Background: an optimization exercise with open tools, aiming at small area. Do not read the settings as production practice.
Only simulation tests tie the RTL to the original design; equivalence was not proved.
No activity file was given, so power comes from the tool's default toggle rates.

==> flow/design.v <==
module pio_dec32 (
   input  logic [4:0]  a,
   output logic [31:0] oh
);
   always_comb
      for (int i = 0; i < 32; i++) oh[i] = (a == 5'(i));
endmodule
module pio_aoi222 (
   input  logic [2:0] a,
   input  logic [2:0] b,
   output logic       y
);
   assign y = !(|(a & b));
endmodule
module pio_aoi22 (
   input  logic [1:0] a,
   input  logic [1:0] b,
   output logic       y
);
   assign y = !(|(a & b));
endmodule
module pio_rd32 (
   input  logic [31:0] s,
   input  logic [31:0] d,
   output logic        q
);
   logic [10:0] n;
   for (genvar k = 0; k < 10; k++) begin : g_k
      pio_aoi222 u_a (.a(s[3*k +: 3]), .b(d[3*k +: 3]), .y(n[k]));
   end
   pio_aoi22 u_b (.a(s[31:30]), .b(d[31:30]), .y(n[10]));
   assign q = !(&n);
endmodule
module pio_sm_dp (
   input  logic [31:0] x,
   input  logic [31:0] y,
   input  logic [4:0]  d,
   input  logic        ex,
   input  logic        ey,
   input  logic        erx,
   input  logic        ery,
   input  logic        ed,
   input  logic        inv,
   input  logic        decx,
   input  logic        decy,
   output logic [31:0] r,
   output logic        xz,
   output logic        yz,
   output logic        neq
);
   logic [31:0] u;
   logic [32:0] zx, zy;
   assign zx[0] = 1'b1;
   assign zy[0] = 1'b1;
   for (genvar b = 0; b < 32; b++) begin : g_b
      if (b < 5)
         assign u[b] = (ex & x[b]) | (ey & y[b]) | (erx & x[31-b]) | (ery & y[31-b]) | (ed & d[b]);
      else
         assign u[b] = (ex & x[b]) | (ey & y[b]) | (erx & x[31-b]) | (ery & y[31-b]);
      assign zx[b+1] = zx[b] & !x[b];
      assign zy[b+1] = zy[b] & !y[b];
      assign r[b]    = u[b] ^ (inv | (decx & zx[b]) | (decy & zy[b]));
   end
   assign xz  = zx[32];
   assign yz  = zy[32];
   assign neq = (x != y);
endmodule
module pio_sm_ctl (
   input  logic [13:0] insn,
   input  logic [4:0]  pc,
   input  logic [4:0]  wb,
   input  logic [4:0]  wt,
   input  logic        clr,
   input  logic [4:0]  r,
   input  logic        xz,
   input  logic        yz,
   input  logic        neq,
   output logic        ex,
   output logic        ey,
   output logic        erx,
   output logic        ery,
   output logic        ed,
   output logic        inv,
   output logic        decx,
   output logic        decy,
   output logic        wx,
   output logic        wy,
   output logic [4:0]  npc
);
   logic       mcls, taken;
   logic [2:0] kind;
   logic [4:0] tgt;
   assign mcls = insn[8];
   assign kind = insn[7:5];
   always_comb begin
      ex = 1'b0; ey = 1'b0; erx = 1'b0; ery = 1'b0; ed = 1'b0;
      inv = 1'b0; decx = 1'b0; decy = 1'b0; wx = 1'b0; wy = 1'b0; taken = 1'b0;
      if (mcls) begin
         ex    = insn[0];
         ey    = insn[1];
         erx   = insn[2];
         ery   = insn[3];
         inv   = insn[4];
         wx    = insn[5];
         wy    = insn[6];
         taken = insn[7];
      end else begin
         case (kind)
            3'b000: taken = 1'b1;
            3'b001: taken = xz;
            3'b010: begin ex = 1'b1; decx = 1'b1; wx = 1'b1; taken = !xz; end
            3'b011: taken = yz;
            3'b100: begin ey = 1'b1; decy = 1'b1; wy = 1'b1; taken = !yz; end
            3'b101: taken = neq;
            3'b110: begin ed = 1'b1; wx = 1'b1; end
            3'b111: begin ed = 1'b1; wy = 1'b1; end
         endcase
      end
      if (clr) begin
         ex = 1'b0; ey = 1'b0; erx = 1'b0; ery = 1'b0; ed = 1'b0;
         inv = 1'b0; decx = 1'b0; decy = 1'b0;
      end
   end
   assign tgt = mcls ? r : insn[4:0];
   assign npc = taken ? tgt : (pc == wt) ? wb : pc + 5'd1;
endmodule
module pio_sm_array #(
   parameter int  NUM_SM     = 4,
   parameter int  IMEM_DEPTH = 32,
   localparam int ADDR_W     = $clog2(IMEM_DEPTH)
) (
   input  logic                     clk,
   input  logic                     rst,
   input  logic [15:0]              imem_wdata,
   input  logic [ADDR_W-1:0]        imem_waddr,
   input  logic                     imem_we,
   input  logic [NUM_SM-1:0]        sm_en,
   input  logic [NUM_SM-1:0]        sm_restart,
   input  logic [NUM_SM*ADDR_W-1:0] wrap_bottom,
   input  logic [NUM_SM*ADDR_W-1:0] wrap_top,
   output logic [NUM_SM*ADDR_W-1:0] pc,
   output logic [NUM_SM*32-1:0]     x,
   output logic [NUM_SM*32-1:0]     y,
   output logic [NUM_SM-1:0]        stalled
);
   logic [2:0]  w_op, w_cond;
   logic [4:0]  w_data;
   logic [8:0]  w_code;
   logic [13:0] w_word;
   logic        w_src_x, w_src_y;
   assign w_op    = imem_wdata[15:13];
   assign w_cond  = imem_wdata[7:5];
   assign w_data  = imem_wdata[4:0];
   assign w_src_x = (w_data[2:0] == 3'b001);
   assign w_src_y = (w_data[2:0] == 3'b010);
   always_comb begin
      w_code = 9'b1_000_00000;    
      case (w_op)
         3'b000: if (w_cond[2:1] != 2'b11) w_code = {1'b0, w_cond, w_data};
         3'b111: begin
            if (w_cond == 3'b001) w_code = {1'b0, 3'b110, w_data};
            if (w_cond == 3'b010) w_code = {1'b0, 3'b111, w_data};
         end
         3'b101: begin
            w_code[8] = 1'b1;
            w_code[5] = (w_cond == 3'b001);
            w_code[6] = (w_cond == 3'b010);
            w_code[7] = (w_cond == 3'b101);
            w_code[4] = (w_data[4:3] == 2'b01);
            w_code[0] = w_src_x && w_data[4:3] != 2'b10;
            w_code[1] = w_src_y && w_data[4:3] != 2'b10;
            w_code[2] = w_src_x && w_data[4:3] == 2'b10;
            w_code[3] = w_src_y && w_data[4:3] == 2'b10;
         end
         default: ;
      endcase
   end
   assign w_word = rst ? 14'd0 : {imem_wdata[12:8], w_code};
   logic [13:0] imem [IMEM_DEPTH];
   always_ff @(posedge clk) begin
      for (int i = 0; i < IMEM_DEPTH; i++)
         if (rst || (imem_we && imem_waddr == ADDR_W'(i))) imem[i] <= w_word;
   end
   for (genvar g = 0; g < NUM_SM; g++) begin : g_sm
      logic [ADDR_W-1:0] pc_q, pend_q, npc, wb, wt;
      logic [31:0]       x_q, y_q, r, sel;
      logic [4:0]        cnt_q, dly;
      logic [13:0]       insn;
      logic              clr, run, cnt_z;
      logic              ex, ey, erx, ery, ed, inv, decx, decy, wx, wy, xz, yz, neq;
      assign wb    = rst ? '0 : wrap_bottom[g*ADDR_W +: ADDR_W];
      assign wt    = wrap_top[g*ADDR_W +: ADDR_W];
      assign clr   = rst | sm_restart[g];
      assign run   = sm_en[g];
      assign cnt_z = (cnt_q == 5'd0);
      pio_dec32 u_dec (.a(pc_q), .oh(sel));
      for (genvar b = 0; b < 14; b++) begin : g_rd
         logic [31:0] col;
         for (genvar i = 0; i < IMEM_DEPTH; i++) begin : g_col
            assign col[i] = imem[i][b];
         end
         pio_rd32 u_rd (.s(sel), .d(col), .q(insn[b]));
      end
      assign dly = insn[13:9];
      pio_sm_ctl u_ctl (
         .insn(insn), .pc(pc_q), .wb(wb), .wt(wt), .clr(clr),
         .r(r[4:0]), .xz(xz), .yz(yz), .neq(neq),
         .ex(ex), .ey(ey), .erx(erx), .ery(ery), .ed(ed), .inv(inv), .decx(decx), .decy(decy),
         .wx(wx), .wy(wy), .npc(npc)
      );
      pio_sm_dp u_dp (
         .x(x_q), .y(y_q), .d(insn[4:0]),
         .ex(ex), .ey(ey), .erx(erx), .ery(ery), .ed(ed), .inv(inv), .decx(decx), .decy(decy),
         .r(r), .xz(xz), .yz(yz), .neq(neq)
      );
      always_ff @(posedge clk) begin
         if (clr || (run && cnt_z && wx)) x_q <= r;
         if (clr || (run && cnt_z && wy)) y_q <= r;
         if (clr) cnt_q <= 5'd0;
         else if (run) cnt_q <= cnt_z ? dly : cnt_q - 5'd1;
         if (cnt_z) pend_q <= npc;
         if (clr) pc_q <= wb;
         else if (run && cnt_z && dly == 5'd0) pc_q <= npc;
         else if (run && cnt_q == 5'd1) pc_q <= pend_q;
      end
      assign pc[g*ADDR_W +: ADDR_W] = pc_q;
      assign x[g*32 +: 32]          = x_q;
      assign y[g*32 +: 32]          = y_q;
      assign stalled[g]             = !cnt_z;
   end
endmodule
==> flow/flow/run.sh <==
#!/bin/bash
# Standard layout, with the port buffers that placement inserts on every
# input and output made as buf_1 cells instead of the resizer's default.
set -euo pipefail
export BUFFER_PORTS_ARGS="-buffer_cell sky130_fd_sc_hd__buf_1"
bash ./standard.sh > standard.log 2>&1
==> flow/standard.sh <==
#!/bin/bash
# synth_recipe.tcl (not shown) runs the flow's synth.tcl, then flattens the netlist and writes it again
# the make line also repeats each setting of config.mk as NAME=value (left out here)
make -C /OpenROAD-flow-scripts/flow DESIGN_CONFIG=/design/flow/config.mk WORK_HOME=/design/flow/orfs CLKGATE_MAP_FILE= SYNTH_SCRIPT=/design/flow/synth_recipe.tcl "${@:-finish}"
==> flow/config.mk <==
export PLATFORM = sky130hd
export DESIGN_NAME = pio_sm_array
export DESIGN_NICKNAME = pio_sm_array
export VERILOG_FILES = /design/flow/design.v
export SDC_FILE = /design/flow/constraint.sdc
export NUM_CORES = 4
export LEC_CHECK = 0
export CAP_MARGIN = 10
export CORE_MARGIN = 2
export CORE_UTILIZATION = 50
export GPL_TIMING_DRIVEN = 0
export SETUP_SLACK_MARGIN = 0.3
export SLEW_MARGIN = 10
export SYNTH_HIERARCHICAL = 1
==> flow/constraint.sdc <==
create_clock -name core_clock -period 6.0 [get_ports {clk}]
set_input_delay 1.2000 -clock core_clock [delete_from_list [all_inputs] [get_ports {clk}]]
set_output_delay 1.2000 -clock core_clock [all_outputs]
set_load 0.01 [all_outputs]
==> results.tsv, run 1 <==
metric	value	unit
Starting Density	50.3	%
pin count of the biggest net entering global routing	33	
CP max-delay cell	a222oi_1	
clock root cell	clkbuf_16	
Final GP Congestion	1.00	
IO Pins	352	
fmax	0.170	GHz
CTS buffer count	87	
Sequential Power Share	37.9	%
sequential area share after synthesis	51.3	%
first-pass GRT wire length	286000	um
setup total negative slack	0	ps
Post-synth EDFFs	744	
TritonCTS clock tree	yes	
wire per inst	37.5	um
num rows	109	
ys async rst share	0	%
status	finished clean	
endpoint of the lowest-slack register-to-register path	g_sm[3].pc_q[3]	
worst skew pair latency	700	ps
Net Sw Frac	43.0	%
yosys warns	10	
Comb pwr share	39.9	%
reg2reg start	g_sm[3].pc_q[4]	
critical path cell sequence	buf_4 -> nand2_8 -> nor2_4 -> a222oi_1 -> nand4_1 -> or3_4 -> clkbuf_4 -> nor2b_1 -> and2_2 -> clkbuf_4 -> a222oi_1 -> nand2_1 -> xnor2_2 -> mux2_2 -> o21ai_0 -> o31ai_1 -> mux2i_1 -> o21ai_1	
Int Power	0.0144	W
Finished Cell Area	53200	um^2
critical path type	reg -> reg	
clock share of power	22.2	%
critical path depth	18	
Layout area overhead	20.1	%
Starting DRT DRC Count	11200	
Final nets	4340	
Die W	302	um
net switching power	0.0108	W
initial antenna violation count	23	
Reg2Reg Setup Slack	120	ps
number of global-route vias before repair	39000	
final period utilization	98.0	%
synth unique cells	83	
cell count after synthesis	3644	
synthesized cell area	44300	um^2
WP buf/inv	3	
Worst-path clk slew	60	ps
final slew viol count	0	
Synth area leaders	edfxtp_1 50%, a222oi_1 13%, xnor2_1 4.9%	
endpoint class of the critical path	register	
Worst Clk Skew	41.8	ps
most common cell after layout, fill and taps aside	edfxtp_1	
CP Capture Point	g_sm[3].pc_q[3]	
Hold Crit Class	reg -> reg	
core area	88100	um^2
max capacitance violation total	0	
worst stage delay on the critical path	950	ps
fin crit period	5880	ps
Critical Path RT	6420	ps
ANT nets after route	0	
Hold WS	502	ps
DR pass1 iterations	22	
Multi-input gate area	21600	um^2
PortBufs	347	
layout filler cell count	7140	
Final setup violation count	0	
Top FF cell, synth	edfxtp_1	
gr ovfl total	0	
Total Routed Length	206000	um
overall global routing resource usage	43.6	%
RSZ-0062 raised after global routing	no	
R2R depth	18	
#FFs+latches synth	764	
DRC violation count after routing	0	
die height	302	um
critical path arrival	6300	ps
Placed Cells	5257	
clk sinks	764	
register area	22700	um^2
post-synth top area cell	edfxtp_1	
final hold violation count	0	
post-DP HPWL	143000	um
leak pwr	17.4	nW
vias	43500	
Avg Inst Size Synth	12.2	um^2
Power Density	474	nW/um^2
Worst Max-Slew Pin Slew	1360	ps
fin cells	5501	
htree depth	3	
CP delay by family, top	simple AND/OR/NAND/NOR gates	
top cell type's share of synthesized area	50.4	%
post-synth net total	3732	
Die ar.	91000	um^2
VDD IR max	0.395	mV
share of cells above drive strength 1	17.9	%
placed cell area	49000	um^2
crit start category	register	
most frequent cells in the layout	744 x edfxtp_1, 580 x a222oi_1, 351 x buf_1	
CP max FO	14	
worst slew margin relative to its limit	9.22	%
worst setup path start	g_sm[3].pc_q[4]	
Vias/cell	7.91	
CTS Buffer Depth	3	
-- final cells by class --
class / instances / share of cell area (%)
inverters: 51 / 0.360
multi-input cells: 2678 / 40.6
plain buffers: 147 / 1.41
repair buffers: 523 / 6.52
clock buffers: 110 / 4.49
diodes: 12 / 0.0564
clock inverters: 51 / 1.06
flip-flops and latches: 764 / 42.7
well taps: 1165 / 2.74
-- flip-flops by register name, indices dropped and copies added, names as in the netlist --
register / cells
g_sm.cnt_q: 20
g_sm.y_q: 128
g_sm.x_q: 128
g_sm.pc_q: 20
imem: 448
g_sm.pend_q: 20
-- cell usage after synthesis, types with 82 or more instances --
cell	instances
a221oi_1	112
a222oi_1	580
a22o_1	108
clkbuf_1	119
edfxtp_1	744
nand2_1	121
nand3_1	106
nand4_1	159
nor2_1	221
nor3_1	82
or3_1	83
xnor2_1	248
-- worst reg2reg max path: stages (launching register included) --
cell	delay [ps]
edfxtp_1	550
buf_4	240
nand2_8	120
nor2_4	140
a222oi_1	960
nand4_1	570
or3_4	600
clkbuf_4	220
nor2b_1	220
and2_2	280
clkbuf_4	230
a222oi_1	350
nand2_1	150
xnor2_2	210
mux2_2	290
o21ai_0	120
o31ai_1	150
mux2i_1	160
o21ai_1	70
-- metal layers --
layer | up-vias | part of all wire [%] | global-route usage [%]
met2 | 4010 | 41 | 62.3
met3 | 975 | 16 | 19.8
met4 | 22 | 8.1 | 25.3
met5 | - | 0.23 | 2.54
li1 | 17500 | - | -
met1 | 21100 | 34 | 54.3
-- Yosys stat by module, one instance, submodules excluded --
module | area [um^2] | copies in the design
pio_sm_array | 25100 | 1
pio_sm_dp | 2160 | 4
pio_sm_ctl | 513 | 4
pio_dec32 | 221 | 4
pio_rd32 | 23.8 | 56
pio_aoi22 | 12.5 | 56
pio_aoi222 | 10.0 | 560
-- worst min-delay path by stage --
stage	startpoint	end	slack, ps	depth (start not counted)
2_1_floorplan	g_sm[0].cnt_q[1]	g_sm[0].cnt_q[1]	470	2
3_3_place_gp	g_sm[1].cnt_q[1]	g_sm[1].cnt_q[1]	500	2
3_5_place_dp	g_sm[1].cnt_q[1]	g_sm[1].cnt_q[1]	490	2
4_1_cts	g_sm[1].cnt_q[1]	g_sm[1].cnt_q[1]	500	2
5_1_grt	g_sm[1].cnt_q[1]	g_sm[1].cnt_q[1]	530	2
6_report	g_sm[1].cnt_q[1]	g_sm[1].cnt_q[1]	500	2
-- stage by stage --
stage / setup WS [ps] / util [%] / total power, W
finish: 118 / 60.4 / 0.0252
global route: 239 / 60.4 / 0.0260
CTS: 312 / 59.8 / 0.0244
detailed placement: -957 / 55.6 / 0.0186
global placement: -1050 / 53.4 / 0.0184
floorplan: 1650 / - / 0.0145
-- kinds of logic after synthesis --
logic type / share of synthesized area, %
AO/OA/AOI/OAI: 24.8
AND/OR/NAND/NOR: 14.4
flip-flops: 51.3
XOR/XNOR: 5.71
buffers and inverters: 1.97
multiplexers: 1.34
adder cells (fa/ha/maj): 0.452
-- power groups by stage --
| stage | registers [W] | clock network, W | logic (W) |
|---|---|---|---|
| after detailed placement | 0.00964 | 0 | 0.00898 |
| after floorplan | 0.00916 | 0 | 0.00534 |
| after CTS | 0.00944 | 0.00560 | 0.00939 |
| final | 0.00956 | 0.00559 | 0.0101 |
| after global routing | 0.00963 | 0.00582 | 0.0105 |
| after global placement | 0.00967 | 0 | 0.00872 |
-- what timing repair did --
action                                  in CTS  in global routing
setup buffers                               50                 25
endpoints found under the setup margin     294                 80
gates resized for setup                     84                117
pin swaps                                   17                 58
hold buffers                                 0                  0
==> run 2: changes to the inputs <==
==> flow/flow/run.sh (replaced) <==
#!/bin/bash
# Standard layout, with two changes made through ORFS's own variables:
# - the port buffers that placement inserts on every input and output are
#   buf_1 cells instead of the resizer's default;
# - clock tree synthesis builds the tree from clkbuf_8 cells and adds no
#   dummy loads (otherwise ORFS's default arguments).
set -euo pipefail
export BUFFER_PORTS_ARGS="-buffer_cell sky130_fd_sc_hd__buf_1"
export CTS_ARGS="-sink_clustering_enable -repair_clock_nets -dont_use_dummy_load -buf_list sky130_fd_sc_hd__clkbuf_8"
bash ./standard.sh > standard.log 2>&1
--- a/flow/config.mk
+++ b/flow/config.mk
@@ -7,7 +7,7 @@
 export LEC_CHECK = 0
 export CAP_MARGIN = 10
 export CORE_MARGIN = 2
-export CORE_UTILIZATION = 50
+export CORE_UTILIZATION = 55
 export GPL_TIMING_DRIVEN = 0
 export SETUP_SLACK_MARGIN = 0.3
 export SLEW_MARGIN = 10
==> run 2 against run 1 <==
Via count rose by 4.0%. Worst hold slack gained 38 ps. Synthesized area stayed put. Critical path depth rose by 1. Power fell by 6.0%. Critical endpoint is now g_sm[2].pc_q[2].
==> results.tsv, run 2 <==
metric	value	unit	change
post-DP HPWL	144000	um	was 143,000 um
ANT nets after route	0		unchanged
Comb pwr share	43.0	%	was 39.9%
yosys warns	10		unchanged
PortBufs	347		unchanged
leak pwr	16.7	nW	was 17.4 nW
CP max FO	14		unchanged
main combinational cell family by area after synthesis	compound AO/OA/AOI/OAI gates		unchanged
clock root cell	clkbuf_8		was clkbuf_16
status	finished clean		unchanged
pin count of the biggest net entering global routing	33		unchanged
CTS buffer count	134		was 87
Sequential Power Share	40.1	%	was 37.9%
DRC violation count after routing	0		unchanged
Final nets	4377		was 4,340
clk sinks	764		unchanged
#FFs+latches synth	764		unchanged
worst skew pair latency	860	ps	was 700 ps
final hold violation count	0		unchanged
worst slew margin relative to its limit	17.8	%	was 9.22%
Critical Path RT	6510	ps	was 6420 ps
most common cell in the synthesized netlist	edfxtp_1		unchanged
vias	45200		was 43,500
simple-gate portion of the synthesized area	14.4	%	unchanged
initial antenna violation count	35		was 23
die height	288	um	was 302 um
Worst Clk Skew	96.4	ps	was 41.8 ps
clock share of power	16.9	%	was 22.2%
Starting DRT DRC Count	11400		was 11,200
Largest Register	imem		unchanged
most common cell after layout, fill and taps aside	edfxtp_1		unchanged
adder and majority cell fraction of the synthesized area	0.452	%	unchanged
top cell type's share of synthesized area	50.4	%	unchanged
RSZ-0062 raised after global routing	yes		was no
critical path cell sequence	nand2b_1 -> clkbuf_2 -> nor2_2 -> a222oi_1 -> nand3_1 -> or3_1 -> buf_6 -> nand2_1 -> nor3_4 -> a21o_1 -> clkbuf_2 -> a22oi_1 -> nand2_1 -> xnor2_1 -> mux2_2 -> o21ai_0 -> o31ai_1 -> mux2i_1 -> o21ai_2		was buf_4 -> nand2_8 -> nor2_4 -> a222oi_1 -> nand4_1 -> or3_4 -> clkbuf_4 -> nor2b_1 -> and2_2 -> clkbuf_4 -> a222oi_1 -> nand2_1 -> xnor2_2 -> mux2_2 -> o21ai_0 -> o31ai_1 -> mux2i_1 -> o21ai_1
wire per inst	38.8	um	was 37.5 um
layout filler cell count	6001		was 7,140
placed cell area	48900	um^2	was 49,000 um^2
Top FF cell, synth	edfxtp_1		unchanged
final period utilization	96.9	%	was 98.0%
Vias/cell	8.43		was 7.91
Die W	288	um	was 302 um
num rows	104		was 109
cell count after synthesis	3644		unchanged
XOR/XNOR Fraction of Synth Area	5.71	%	unchanged
synth unique cells	83		unchanged
worst stage delay on the critical path	960	ps	was 950 ps
ys async rst share	0	%	unchanged
overall global routing resource usage	48.4	%	was 43.6%
Hold Crit Class	reg -> reg		unchanged
TritonCTS clock tree	yes		unchanged
WP buf/inv	3		unchanged
final slew viol count	0		unchanged
critical path arrival	6320	ps	was 6300 ps
fin crit period	5810	ps	was 5880 ps
VDD IR max	0.386	mV	was 0.395 mV
Finished Cell Area	51800	um^2	was 53,200 um^2
sequential area share after synthesis	51.3	%	unchanged
Final Total Pwr	0.0237	W	was 0.0252 W
Total Routed Length	208000	um	was 206,000 um
synthesized cell area	44300	um^2	unchanged
first-pass GRT wire length	291000	um	was 286,000 um
CP max-delay cell	nor2_2		was a222oi_1
endpoint class of the critical path	register		unchanged
Power Density	458	nW/um^2	was 474 nW/um^2
critical path type	reg -> reg		unchanged
number of global-route vias before repair	42100		was 39,000
most frequent cells in the layout	744 x edfxtp_1, 580 x a222oi_1, 351 x buf_1		unchanged
Post-synth EDFFs	744		unchanged
Synth area leaders	edfxtp_1 50%, a222oi_1 13%, xnor2_1 4.9%		unchanged
Final GP Congestion	1.05		was 1.00
Regs by FF count	imem x448, g_sm.x_q x128, g_sm.y_q x128		unchanged
DR pass1 iterations	42		was 22
Worst-path clk slew	60	ps	about the same
post-synthesis compound-gate area fraction	24.8	%	unchanged
Final setup violation count	0		unchanged
CTS Buffer Depth	3		unchanged
htree depth	4		was 3
Avg Inst Size Synth	12.2	um^2	unchanged
IO Pins	352		unchanged
Layout area overhead	16.8	%	was 20.1%
post-synth top area cell	edfxtp_1		unchanged
Die ar.	82900	um^2	was 91,000 um^2
Worst Max-Slew Pin Slew	1230	ps	was 1360 ps
Int Power	0.0130	W	was 0.0144 W
Starting Density	55.3	%	was 50.3%
fmax	0.172	GHz	was 0.170 GHz
CTS hold repair buffers	0		unchanged
net switching power	0.0107	W	was 0.0108 W
crit start category	register		unchanged
setup total negative slack	0	ps	unchanged
CP delay by family, top	simple AND/OR/NAND/NOR gates		unchanged
gr ovfl total	0		unchanged
Post-synth top cells	744 x edfxtp_1, 580 x a222oi_1, 248 x xnor2_1		unchanged
share of cells above drive strength 1	17.3	%	was 17.9%
mux contribution to synthesized area	1.34	%	unchanged
Net Sw Frac	45.3	%	was 43.0%
max capacitance violation total	0		unchanged
core area	80200	um^2	was 88,100 um^2
max reg flops	448		unchanged
post-synth net total	3732		unchanged
==> run 2: cell families after synthesis <==
kind of cell,after synthesis
AOI/OAI and AO/OA,1204
and+or+nand+nor,1114
DFF,764
xor gates and xnor gates,289
buffers and inverters,202
muxes,55
adders and majority gates,16
==> run 2: stage by stage <==
stage               hold WS (ps)  instances  worst slack, ps  util [%]
finish                       539       5365              186      64.6
global route                 540       5351              246      64.5
CTS                          535       5313              281      63.9
detailed placement           529       5160             -800      61.0
global placement             487       5051             -950      58.6
floorplan                    472       3644             1650         -
==> run 2: path summary, 6_finish.rpt <==
kind	start	endpoint	slack, ps	depth (start not counted)
max	g_sm[2].pc_q[2]	g_sm[2].pc_q[2]	190	19
min	g_sm[1].cnt_q[1]	g_sm[1].cnt_q[1]	540	2
max reg2reg	g_sm[2].pc_q[2]	g_sm[2].pc_q[2]	190	19
min reg2reg	g_sm[1].cnt_q[1]	g_sm[1].cnt_q[1]	540	2
==> run 2: repair_timing <==
| item | 4_1_cts | 5_1_grt |
|---|---|---|
| pin swaps | 2 | 18 |
| endpoints found under the setup margin | 278 | 65 |
| hold endpoints to repair | 0 | 0 |
| setup buffers | 22 | 33 |
| gates resized for setup | 68 | 81 |
==> run 2: cell type report <==
type                    count  area [um^2]  share of cell area, %
diodes                     18         45.0                 0.0870
inverters                  51          191                  0.370
plain buffers             148          727                   1.40
clock buffers             134         1840                   3.56
well taps                1060         1330                   2.56
repair buffers            512         3360                   6.49
multi-input cells        2678        21500                   41.6
flip-flops and latches    764        22700                   43.9
==> run 2: per-module statistics from Yosys, one instance, submodules excluded <==
module,cells,copies in the design
pio_rd32,4,56
pio_sm_array,1128,1
pio_aoi222,1,560
pio_aoi22,1,56
pio_sm_dp,302,4
pio_sm_ctl,70,4
pio_dec32,47,4
==> run 2: power by group through the flow <==
stage / Sequential (W) / Clock (W) / Combinational (W)
global route: 0.00956 / 0.00419 / 0.0105
finish: 0.00950 / 0.00400 / 0.0102
floorplan: 0.00916 / 0 / 0.00534
CTS: 0.00939 / 0.00397 / 0.00939
global placement: 0.00947 / 0 / 0.00873
detailed placement: 0.00954 / 0 / 0.00910
==> run 2: per-layer routing <==
layer | track usage [%] | share of wire (%)
met1 | 58.5 | 32
met2 | 69.8 | 41
met3 | 22.8 | 17
met4 | 29.8 | 8.5
met5 | 1.98 | 0.30
==> run 2: worst min-delay path: stages (launching register included) <==
cell and delay (ps):
dfxtp_1 320, nor2_1 100, a211oi_1 60

[port drivers added, routing unchanged]
In the flow no input, the clock included, has a driving cell. The finished layouts below were timed again as built, in two steps. Step 1 sets driving cells, clkbuf_16 on the clock port and buf_2 on the other inputs (assumed; they add their load-dependent delay and slew). Step 2 times the ports against the registers' clock, not the clock port: input delays grow and output delays shrink by t, the midpoint of the rising clock arrivals with the driver on. Slacks: no drivers / after step 1 / after step 2; pairs: no drivers / after step 1.
run | t (ns) | setup WS [ns] | hold WS [ns] | clock arrival spread, ns | worst register clock-pin slew, ns
run 1 | 0.748 | 0.118 / 0.118 / 0.118 | 0.502 / 0.502 / 0.502 | 0.041 / 0.042 | 0.07 / 0.07
run 2 | 0.887 | 0.186 / 0.186 / 0.026 | 0.539 / 0.539 / 0.539 | 0.096 / 0.096 | 0.07 / 0.07
After both steps every run listed still meets setup and hold. The setup slack of run 2, which loses most, moves by 0.000 ns with the drivers and by -0.160 ns with both steps.
